This design comes from an exercise in tuning for small area on the open sky130 flow, not from production work. Only simulation tests tie the RTL to the original design; equivalence was not proved. The flow treats the clock pin as an ideal source. Dropping or thinning the clock tree relies on that and would not hold on a real chip.

==> inputs of job 8135 <==
// walk_sound_top
module walk_sound_top (
    input  logic                                      clk,
    input  logic                                      rst_n,
    input  logic                                      reg_wr,
    input  logic [1:0]                                reg_addr,
    input  logic [15:0]                               reg_wdata,
    output logic [15:0]                               reg_rdata,
    output logic                                      sample_valid,
    output logic signed [walk_snd_pkg::sample_w-1:0] sample_out
);
==> flow/config.mk <==
export PLATFORM = sky130hd
export DESIGN_NAME = walk_sound_top
export DESIGN_NICKNAME = walk_sound_top
export VERILOG_FILES = /design/flow/design.v
export SDC_FILE = /design/flow/constraint.sdc
export NUM_CORES = 4
export LEC_CHECK = 0
export CAP_MARGIN = 20
export CORE_MARGIN = 2
export CORE_UTILIZATION = 40
export SLEW_MARGIN = 20
export SYNTH_HIERARCHICAL = 1
export SYNTH_MINIMUM_KEEP_SIZE = 0
==> flow/constraint.sdc <==
create_clock -name core_clock -period 14.0 [get_ports {clk}]
set_input_delay 2.8000 -clock core_clock [delete_from_list [all_inputs] [get_ports {clk}]]
set_output_delay 2.8000 -clock core_clock [all_outputs]
set_load 0.01 [all_outputs]
standard.sh (not shown) runs the stock make flow with config.mk's settings and CLKGATE_MAP_FILE= SYNTH_SCRIPT=/design/flow/synth_recipe.tcl, a recipe that flattens the netlist after the stock synthesis.
==> flow/flow/run.sh <==
#!/bin/bash
# The standard layout (the standard.sh, with its synthesis unchanged), with two
# changes: the port buffers are the smallest buffer cell, and the clock tree is a
# small balanced one built by flow/cts_tree.tcl (one root and 2^levels leaf buffers).
set -euo pipefail
export BUFFER_PORTS_ARGS="-buffer_cell sky130_fd_sc_hd__buf_1"
export PRE_CTS_TCL="$PWD/flow/cts_tree.tcl"
export MY_CTS_BUF=sky130_fd_sc_hd__clkbuf_4
export MY_CTS_ROOT=sky130_fd_sc_hd__clkbuf_8
export MY_CTS_LEVELS=4
bash standard.sh > standard.log 2>&1
==> flow/flow/cts_tree.tcl <==
# A small clock tree in place of TritonCTS: the clock port drives one root
# buffer, which drives one leaf buffer per group of registers; the groups are
# formed by splitting the registers by position (median cuts). Sourced by
# ORFS's cts.tcl as PRE_CTS_TCL; clock_tree_synthesis is then skipped.
set block [ord::get_db_block]
set buf_master [[ord::get_db] findMaster $::env(MY_CTS_BUF)]
set root_master [[ord::get_db] findMaster $::env(MY_CTS_ROOT)]
set clk_net [$block findNet clk]
set sinks {}
foreach it [$clk_net getITerms] {
  if { [$it isInputSignal] || [[$it getMTerm] getSigType] == "CLOCK" || [$it isInput] } {
    lappend sinks $it
  }
}
puts "my_cts: [llength $sinks] sinks"

proc it_xy { it } {
  set inst [$it getInst]
  set b [$inst getBBox]
  return [list [expr ([$b xMin] + [$b xMax]) / 2] [expr ([$b yMin] + [$b yMax]) / 2]]
}

# recursive median split into 2^levels groups
proc split_groups { items levels } {
  if { $levels == 0 || [llength $items] < 2 } { return [list $items] }
  set xs {}; set ys {}
  foreach it $items { lassign [it_xy $it] x y; lappend xs $x; lappend ys $y }
  set dx [expr [tcl::mathfunc::max {*}$xs] - [tcl::mathfunc::min {*}$xs]]
  set dy [expr [tcl::mathfunc::max {*}$ys] - [tcl::mathfunc::min {*}$ys]]
  set idx [expr { $dx >= $dy ? 0 : 1 }]
  set sorted [lsort -command [list cmp_xy $idx] $items]
  set h [expr [llength $sorted] / 2]
  return [concat [split_groups [lrange $sorted 0 [expr $h - 1]] [expr $levels - 1]] \
                 [split_groups [lrange $sorted $h end] [expr $levels - 1]]]
}
proc cmp_xy { idx a b } {
  set va [lindex [it_xy $a] $idx]; set vb [lindex [it_xy $b] $idx]
  if { $va < $vb } { return -1 } elseif { $va > $vb } { return 1 } else { return 0 }
}

set groups [split_groups $sinks $::env(MY_CTS_LEVELS)]
set root [odb::dbInst_create $block $root_master "myclk_root"]
set root_out [odb::dbNet_create $block "myclk_root_net"]
$root_out setSigType CLOCK
# root input on the clock port net, output to the leaves
foreach mt [$root_master getMTerms] {
  set it [$root findITerm [$mt getName]]
  if { [$mt getSigType] == "POWER" || [$mt getSigType] == "GROUND" } { continue }
  if { [$mt getIoType] == "INPUT" } { $it connect $clk_net } elseif { [$mt getIoType] == "OUTPUT" } { $it connect $root_out }
}
set n 0
set lx 0; set ly 0
foreach g $groups {
  set sx 0; set sy 0
  foreach it $g { lassign [it_xy $it] x y; set sx [expr $sx + $x]; set sy [expr $sy + $y] }
  set cx [expr $sx / [llength $g]]; set cy [expr $sy / [llength $g]]
  set leaf [odb::dbInst_create $block $buf_master "myclk_leaf_$n"]
  set net [odb::dbNet_create $block "myclk_leaf_net_$n"]
  $net setSigType CLOCK
  foreach mt [$buf_master getMTerms] {
    set it [$leaf findITerm [$mt getName]]
    if { [$mt getIoType] == "INPUT" && [$mt getSigType] != "POWER" && [$mt getSigType] != "GROUND" } { $it connect $root_out }
    if { [$mt getIoType] == "OUTPUT" } { $it connect $net }
  }
  foreach it $g { $it disconnect; $it connect $net }
  $leaf setLocation [expr int($cx)] [expr int($cy)]
  $leaf setPlacementStatus PLACED
  set lx [expr $lx + $cx]; set ly [expr $ly + $cy]
  puts "my_cts: leaf $n drives [llength $g] sinks at $cx $cy"
  incr n
}
$root setLocation [expr int($lx / $n)] [expr int($ly / $n)]
$root setPlacementStatus PLACED
$clk_net setSigType CLOCK

# clock_tree_synthesis would rebuild the tree: skip it
rename clock_tree_synthesis orig_clock_tree_synthesis
proc clock_tree_synthesis { args } {
  puts "my_cts: clock_tree_synthesis skipped"
  set_propagated_clock [all_clocks]
}
==> job 7593 (differences from job 8135) <==
--- a/flow/flow/run.sh
+++ b/flow/flow/run.sh
@@ -6,6 +6,6 @@
 export BUFFER_PORTS_ARGS="-buffer_cell sky130_fd_sc_hd__buf_1"
 export PRE_CTS_TCL="$PWD/flow/cts_tree.tcl"
-export MY_CTS_BUF=sky130_fd_sc_hd__clkbuf_4
-export MY_CTS_ROOT=sky130_fd_sc_hd__clkbuf_8
-export MY_CTS_LEVELS=4
+export MY_CTS_BUF=sky130_fd_sc_hd__clkbuf_8
+export MY_CTS_ROOT=sky130_fd_sc_hd__clkbuf_16
+export MY_CTS_LEVELS=3
 bash standard.sh > standard.log 2>&1
==> job 9344 (differences from job 8135) <==
--- a/flow/flow/run.sh
+++ b/flow/flow/run.sh
@@ -6,6 +6,6 @@
 export BUFFER_PORTS_ARGS="-buffer_cell sky130_fd_sc_hd__buf_1"
 export PRE_CTS_TCL="$PWD/flow/cts_tree.tcl"
-export MY_CTS_BUF=sky130_fd_sc_hd__clkbuf_4
+export MY_CTS_BUF=sky130_fd_sc_hd__clkbuf_8
 export MY_CTS_ROOT=sky130_fd_sc_hd__clkbuf_8
-export MY_CTS_LEVELS=4
+export MY_CTS_LEVELS=3
 bash standard.sh > standard.log 2>&1
--- a/flow/config.mk
+++ b/flow/config.mk
@@ -8,5 +8,5 @@
 export CAP_MARGIN = 20
 export CORE_MARGIN = 2
-export CORE_UTILIZATION = 40
+export CORE_UTILIZATION = 50
 export SLEW_MARGIN = 20
 export SYNTH_HIERARCHICAL = 1
==> job 9331 (differences from job 8135) <==
==> flow/flow/run.sh (replaced) <==
#!/bin/bash
# The standard layout (the standard.sh, with its synthesis unchanged), with two
# changes: the port buffers are the smallest buffer cell, and the clock tree is built
# with clkbuf_8 cells in large sink clusters and without dummy loads.
set -euo pipefail
export BUFFER_PORTS_ARGS="-buffer_cell sky130_fd_sc_hd__buf_1"
export CTS_ARGS="-sink_clustering_enable -repair_clock_nets -dont_use_dummy_load -buf_list sky130_fd_sc_hd__clkbuf_8 -sink_clustering_size 100 -sink_clustering_max_diameter 500"
bash standard.sh > standard.log 2>&1
removed: flow/flow/cts_tree.tcl
==> comparison table <==
Worst R2R Setup Slack: job 9344 0.46 ns; job 9331 0.40 ns; job 8135 0.40 ns; job 7593 0.40 ns
Post-Place Worst Slack: job 9344 -0.127 ns; job 9331 -0.141 ns; job 8135 -0.141 ns; job 7593 -0.141 ns
Total area of multi-input combinational cells: job 9344 10800 um^2; job 9331 10800 um^2; job 8135 10800 um^2; job 7593 10800 um^2
Total Routing Usage GR: job 9344 19.7%; job 9331 16.1%; job 8135 15.6%; job 7593 15.6%
Critical path's largest stage delay: job 9344 0.55 ns; job 9331 0.58 ns; job 8135 0.58 ns; job 7593 0.56 ns
Slack of the critical path: job 9344 0.464 ns; job 9331 0.395 ns; job 8135 0.396 ns; job 7593 0.400 ns
Final RePlAce weighted congestion: job 9344 0.807; job 9331 0.819; job 8135 0.819; job 7593 0.819
Worst Tran Pin Value: job 9344 1.01 ns; job 9331 0.983 ns; job 8135 0.990 ns; job 7593 0.976 ns
Arrival time worst endpoint: job 9344 13.85 ns; job 9331 13.90 ns; job 8135 13.97 ns; job 7593 13.87 ns
Core area: job 9344 27600 um^2; job 9331 34400 um^2; job 8135 34400 um^2; job 7593 34400 um^2
WL met1: job 9344 12700 um; job 9331 12600 um; job 8135 12600 um; job 7593 12600 um
Run status: job 9344 finished clean; job 9331 finished clean; job 8135 finished clean; job 7593 finished clean
Share of the cycle needed by the critical path after routing: job 9344 96.7%; job 9331 97.2%; job 8135 97.2%; job 7593 97.1%
Fmax: job 9344 73.9 MHz; job 9331 73.5 MHz; job 8135 73.5 MHz; job 7593 73.5 MHz
Clock insertion delay at the later pin of the skew report: job 9344 0.42 ns; job 9331 0.44 ns; job 8135 0.46 ns; job 7593 0.37 ns
Layout overhead on the synthesized area: job 9344 5.11%; job 9331 6.61%; job 8135 5.87%; job 7593 5.86%
Placed Cells: job 9344 1759; job 9331 1835; job 8135 1835; job 7593 1835
Met3 wire length: job 9344 685 um; job 9331 572 um; job 8135 600 um; job 7593 558 um
In job 8135, job 7593 and job 9344 the design's own scripts or RTL, not TritonCTS, make the clock network.

---

==> job 6104 <==
Another version of the RTL of walk_sound_top (not shown whole).
export LEC_CHECK = 0
export CAP_MARGIN = 20
export CORE_MARGIN = 2
export CORE_UTILIZATION = 40
export SLEW_MARGIN = 20
create_clock -name core_clock -period 14.0 [get_ports {clk}]
run.sh (not shown) runs the stock make flow with config.mk's settings and CLKGATE_MAP_FILE= SYNTH_SCRIPT=/design/flow/synth_recipe.tcl, a recipe that flattens the netlist after the stock synthesis.
Stock flow here: none of the scripts above is used.
==> job 6703 (differences from job 6104) <==
--- a/flow/config.mk
+++ b/flow/config.mk
@@ -10,2 +10,5 @@
 export CORE_UTILIZATION = 40
+export CTS_BUF_LIST = sky130_fd_sc_hd__clkbuf_4
+export CTS_CLUSTER_DIAMETER = 100
+export CTS_CLUSTER_SIZE = 40
 export SLEW_MARGIN = 20
==> run notes <==
| quantity | job 6703 | job 6104 |
|---|---|---|
| Outcome | timing/DRC/antenna clean | timing/DRC/antenna clean |
| Period utilization | 0.9751 | 0.9746 |
| Area overhead of the layout relative to synthesis | 10.12% | 12.32% |
| Number of iterations in the first detailed-routing pass | 6 | 5 |
| Final core utilization | 0.4466 | 0.4555 |
| Root Buffer Master | clkbuf_4 | clkbuf_16 |
| Cell area after layout | 15850 sq um | 16160 sq um |
| Clk cell area share | 0.01927 | 0.03848 |
| Worst max-slew margin expressed relative to the limit | 0.3510 | 0.3393 |
| Wire length the detailed router placed on met1 | 14160 um | 14180 um |
| Met2 Routed Length | 14490 um | 14630 um |

---

==> inputs of trial 37 <==
Another version of the RTL of walk_sound_top (not shown whole).
Design walk_sound_top, start of the top module:
module walk_sound_top (
    input  logic                                      clk,
    input  logic                                      rst_n,
    input  logic                                      reg_wr,
    input  logic [1:0]                                reg_addr,
    input  logic [15:0]                               reg_wdata,
    output logic [15:0]                               reg_rdata,
    output logic                                      sample_valid,
    output logic signed [walk_snd_pkg::sample_w-1:0] sample_out
);
==> flow/config.mk <==
export PLATFORM = sky130hd
export DESIGN_NAME = walk_sound_top
export DESIGN_NICKNAME = walk_sound_top
export VERILOG_FILES = /design/flow/design.v
export SDC_FILE = /design/flow/constraint.sdc
export NUM_CORES = 4
export LEC_CHECK = 0
export CAP_MARGIN = 20
export CORE_MARGIN = 2
export CORE_UTILIZATION = 40
export SLEW_MARGIN = 20
export SYNTH_HIERARCHICAL = 1
export SYNTH_MINIMUM_KEEP_SIZE = 0
==> flow/constraint.sdc <==
create_clock -name core_clock -period 14.0 [get_ports {clk}]
set_input_delay 2.8000 -clock core_clock [delete_from_list [all_inputs] [get_ports {clk}]]
set_output_delay 2.8000 -clock core_clock [all_outputs]
set_load 0.01 [all_outputs]
standard.sh (not shown) runs the stock make flow with config.mk's settings and CLKGATE_MAP_FILE= SYNTH_SCRIPT=/design/flow/synth_recipe.tcl, a recipe that flattens the netlist after the stock synthesis.
==> flow/flow/run.sh <==
#!/bin/bash
# The standard layout (the standard.sh, with its synthesis unchanged), with two
# changes: the port buffers are the smallest buffer cell, and the clock tree is a
# small balanced one built by flow/cts_tree.tcl (one root and 2^levels leaf buffers).
set -euo pipefail
export BUFFER_PORTS_ARGS="-buffer_cell sky130_fd_sc_hd__buf_1"
export PRE_CTS_TCL="$PWD/flow/cts_tree.tcl"
export MY_CTS_BUF=sky130_fd_sc_hd__clkbuf_8
export MY_CTS_ROOT=sky130_fd_sc_hd__clkbuf_8
export MY_CTS_LEVELS=3
bash standard.sh > standard.log 2>&1
==> flow/flow/cts_tree.tcl <==
# A small clock tree in place of TritonCTS: the clock port drives one root
# buffer, which drives one leaf buffer per group of registers; the groups are
# formed by splitting the registers by position (median cuts). Sourced by
# ORFS's cts.tcl as PRE_CTS_TCL; clock_tree_synthesis is then skipped.
set block [ord::get_db_block]
set buf_master [[ord::get_db] findMaster $::env(MY_CTS_BUF)]
set root_master [[ord::get_db] findMaster $::env(MY_CTS_ROOT)]
set clk_net [$block findNet clk]
set sinks {}
foreach it [$clk_net getITerms] {
  if { [$it isInputSignal] || [[$it getMTerm] getSigType] == "CLOCK" || [$it isInput] } {
    lappend sinks $it
  }
}
puts "my_cts: [llength $sinks] sinks"

proc it_xy { it } {
  set inst [$it getInst]
  set b [$inst getBBox]
  return [list [expr ([$b xMin] + [$b xMax]) / 2] [expr ([$b yMin] + [$b yMax]) / 2]]
}

# recursive median split into 2^levels groups
proc split_groups { items levels } {
  if { $levels == 0 || [llength $items] < 2 } { return [list $items] }
  set xs {}; set ys {}
  foreach it $items { lassign [it_xy $it] x y; lappend xs $x; lappend ys $y }
  set dx [expr [tcl::mathfunc::max {*}$xs] - [tcl::mathfunc::min {*}$xs]]
  set dy [expr [tcl::mathfunc::max {*}$ys] - [tcl::mathfunc::min {*}$ys]]
  set idx [expr { $dx >= $dy ? 0 : 1 }]
  set sorted [lsort -command [list cmp_xy $idx] $items]
  set h [expr [llength $sorted] / 2]
  return [concat [split_groups [lrange $sorted 0 [expr $h - 1]] [expr $levels - 1]] \
                 [split_groups [lrange $sorted $h end] [expr $levels - 1]]]
}
proc cmp_xy { idx a b } {
  set va [lindex [it_xy $a] $idx]; set vb [lindex [it_xy $b] $idx]
  if { $va < $vb } { return -1 } elseif { $va > $vb } { return 1 } else { return 0 }
}

set groups [split_groups $sinks $::env(MY_CTS_LEVELS)]
set root [odb::dbInst_create $block $root_master "myclk_root"]
set root_out [odb::dbNet_create $block "myclk_root_net"]
$root_out setSigType CLOCK
# root input on the clock port net, output to the leaves
foreach mt [$root_master getMTerms] {
  set it [$root findITerm [$mt getName]]
  if { [$mt getSigType] == "POWER" || [$mt getSigType] == "GROUND" } { continue }
  if { [$mt getIoType] == "INPUT" } { $it connect $clk_net } elseif { [$mt getIoType] == "OUTPUT" } { $it connect $root_out }
}
set n 0
set lx 0; set ly 0
foreach g $groups {
  set sx 0; set sy 0
  foreach it $g { lassign [it_xy $it] x y; set sx [expr $sx + $x]; set sy [expr $sy + $y] }
  set cx [expr $sx / [llength $g]]; set cy [expr $sy / [llength $g]]
  set leaf [odb::dbInst_create $block $buf_master "myclk_leaf_$n"]
  set net [odb::dbNet_create $block "myclk_leaf_net_$n"]
  $net setSigType CLOCK
  foreach mt [$buf_master getMTerms] {
    set it [$leaf findITerm [$mt getName]]
    if { [$mt getIoType] == "INPUT" && [$mt getSigType] != "POWER" && [$mt getSigType] != "GROUND" } { $it connect $root_out }
    if { [$mt getIoType] == "OUTPUT" } { $it connect $net }
  }
  foreach it $g { $it disconnect; $it connect $net }
  $leaf setLocation [expr int($cx)] [expr int($cy)]
  $leaf setPlacementStatus PLACED
  set lx [expr $lx + $cx]; set ly [expr $ly + $cy]
  puts "my_cts: leaf $n drives [llength $g] sinks at $cx $cy"
  incr n
}
$root setLocation [expr int($lx / $n)] [expr int($ly / $n)]
$root setPlacementStatus PLACED
$clk_net setSigType CLOCK

# clock_tree_synthesis would rebuild the tree: skip it
rename clock_tree_synthesis orig_clock_tree_synthesis
proc clock_tree_synthesis { args } {
  puts "my_cts: clock_tree_synthesis skipped"
  set_propagated_clock [all_clocks]
}
==> build 13: changes against trial 37 <==
==> flow/flow/run.sh (replaced) <==
#!/bin/bash
# The standard layout (the standard.sh, with its synthesis unchanged), with two
# changes: the port buffers are the smallest buffer cell, and the clock tree is built
# with clkbuf_8 cells in large sink clusters and without dummy loads.
set -euo pipefail
export BUFFER_PORTS_ARGS="-buffer_cell sky130_fd_sc_hd__buf_1"
export CTS_ARGS="-sink_clustering_enable -repair_clock_nets -dont_use_dummy_load -buf_list sky130_fd_sc_hd__clkbuf_8 -sink_clustering_size 100 -sink_clustering_max_diameter 500"
bash standard.sh > standard.log 2>&1
- CORE_UTILIZATION: 40 -> 60
- GPL_TIMING_DRIVEN: unset -> 0
removed: flow/flow/cts_tree.tcl
==> results.py <==
metrics = {
    "status": {
        "outcome": "timing/DRC/antenna clean",
    },
    "sta": {
        "layout_setup_ws_ns": 0.398,
    },
    "route": {
        "drt-initial-drc-count": 563,
        "via_per_inst": 5.15,
    },
    "grt": {
        "met2_usage_pct": 26.4,
        "grt_first_pass_wirelength_mm": 47.6,
        "track_usage_pct": 15.5,
        "first_global_vias": 9629,
    },
    "cells_and_area": {
        "diodes": 1,
    },
    "floorplanning": {
        "num_rows": 68,
    },
    "critical_path": {
        "worst_path_max_delay_cell": "fa_1",
    },
}
the above is filed under trial 37

==> results.py <==
metrics = {
    "route": {
        "drt-initial-drc-count": 449,
    },
    "floorplanning": {
        "ios": 54,
        "num_rows": 56,
        "core_area_um2": 23300,
    },
    "cells_and_area": {
        "largest_register_ffs": 15,
        "seq_area_um2": 2410,
        "diodes": 0,
        "finalCoreUtilization_pct": 64.4,
    },
    "critical_path": {
        "worst_path_max_delay_cell": "fa_2",
    },
    "grt": {
        "first_global_vias": 10000,
        "track_usage_pct": 25.8,
        "met2_usage_pct": 41.8,
        "grt_first_pass_wirelength_mm": 49.8,
    },
    "status": {
        "outcome": "timing/DRC/antenna clean",
    },
    "placement": {
        "hpwl_mm": 24.5,
    },
}
the above is filed under build 13

In trial 37 the design's own scripts or RTL, not TritonCTS, make the clock network.

what the ideal ports hide:
Ports are ideal in the flow. The routed layouts listed here were re-timed in OpenROAD.
Step 1: set_driving_cell puts a clkbuf_16 on clk and a buf_2 on each other input, an assumption about the parent block.
Step 2 adds t to the input delays and takes it off the output delays; t is the mean of the earliest and latest rising clock arrival at the registers after step 1. Input paths then give back, and output paths get back, about the clock's delay inside the block.
a / b / c = ideal ports / drivers / drivers and shift; a / b = the first two.
| run | t (ns) | setup slack, ns | worst hold slack (ns) |
|---|---|---|---|
| job 8135 | 0.483 | 0.396 / 0.396 / 0.396 | 0.478 / 0.478 / 0.478 |
| job 7593 | 0.396 | 0.400 / 0.400 / 0.400 | 0.478 / 0.478 / 0.478 |
| job 9344 | 0.463 | 0.464 / 0.464 / 0.464 | 0.473 / 0.473 / 0.473 |
| job 9331 | 0.469 | 0.395 / 0.395 / 0.395 | 0.469 / 0.469 / 0.469 |
| job 6104 | 0.453 | 0.355 / 0.355 / 0.355 | 0.474 / 0.474 / 0.474 |
| job 6703 | 0.564 | 0.349 / 0.349 / 0.349 | 0.482 / 0.482 / 0.482 |
| trial 37 | 0.455 | 0.398 / 0.398 / 0.398 | 0.477 / 0.477 / 0.477 |
| build 13 | 0.473 | 0.360 / 0.360 / 0.360 | 0.484 / 0.484 / 0.484 |
After both steps setup and hold are still met in every run listed.
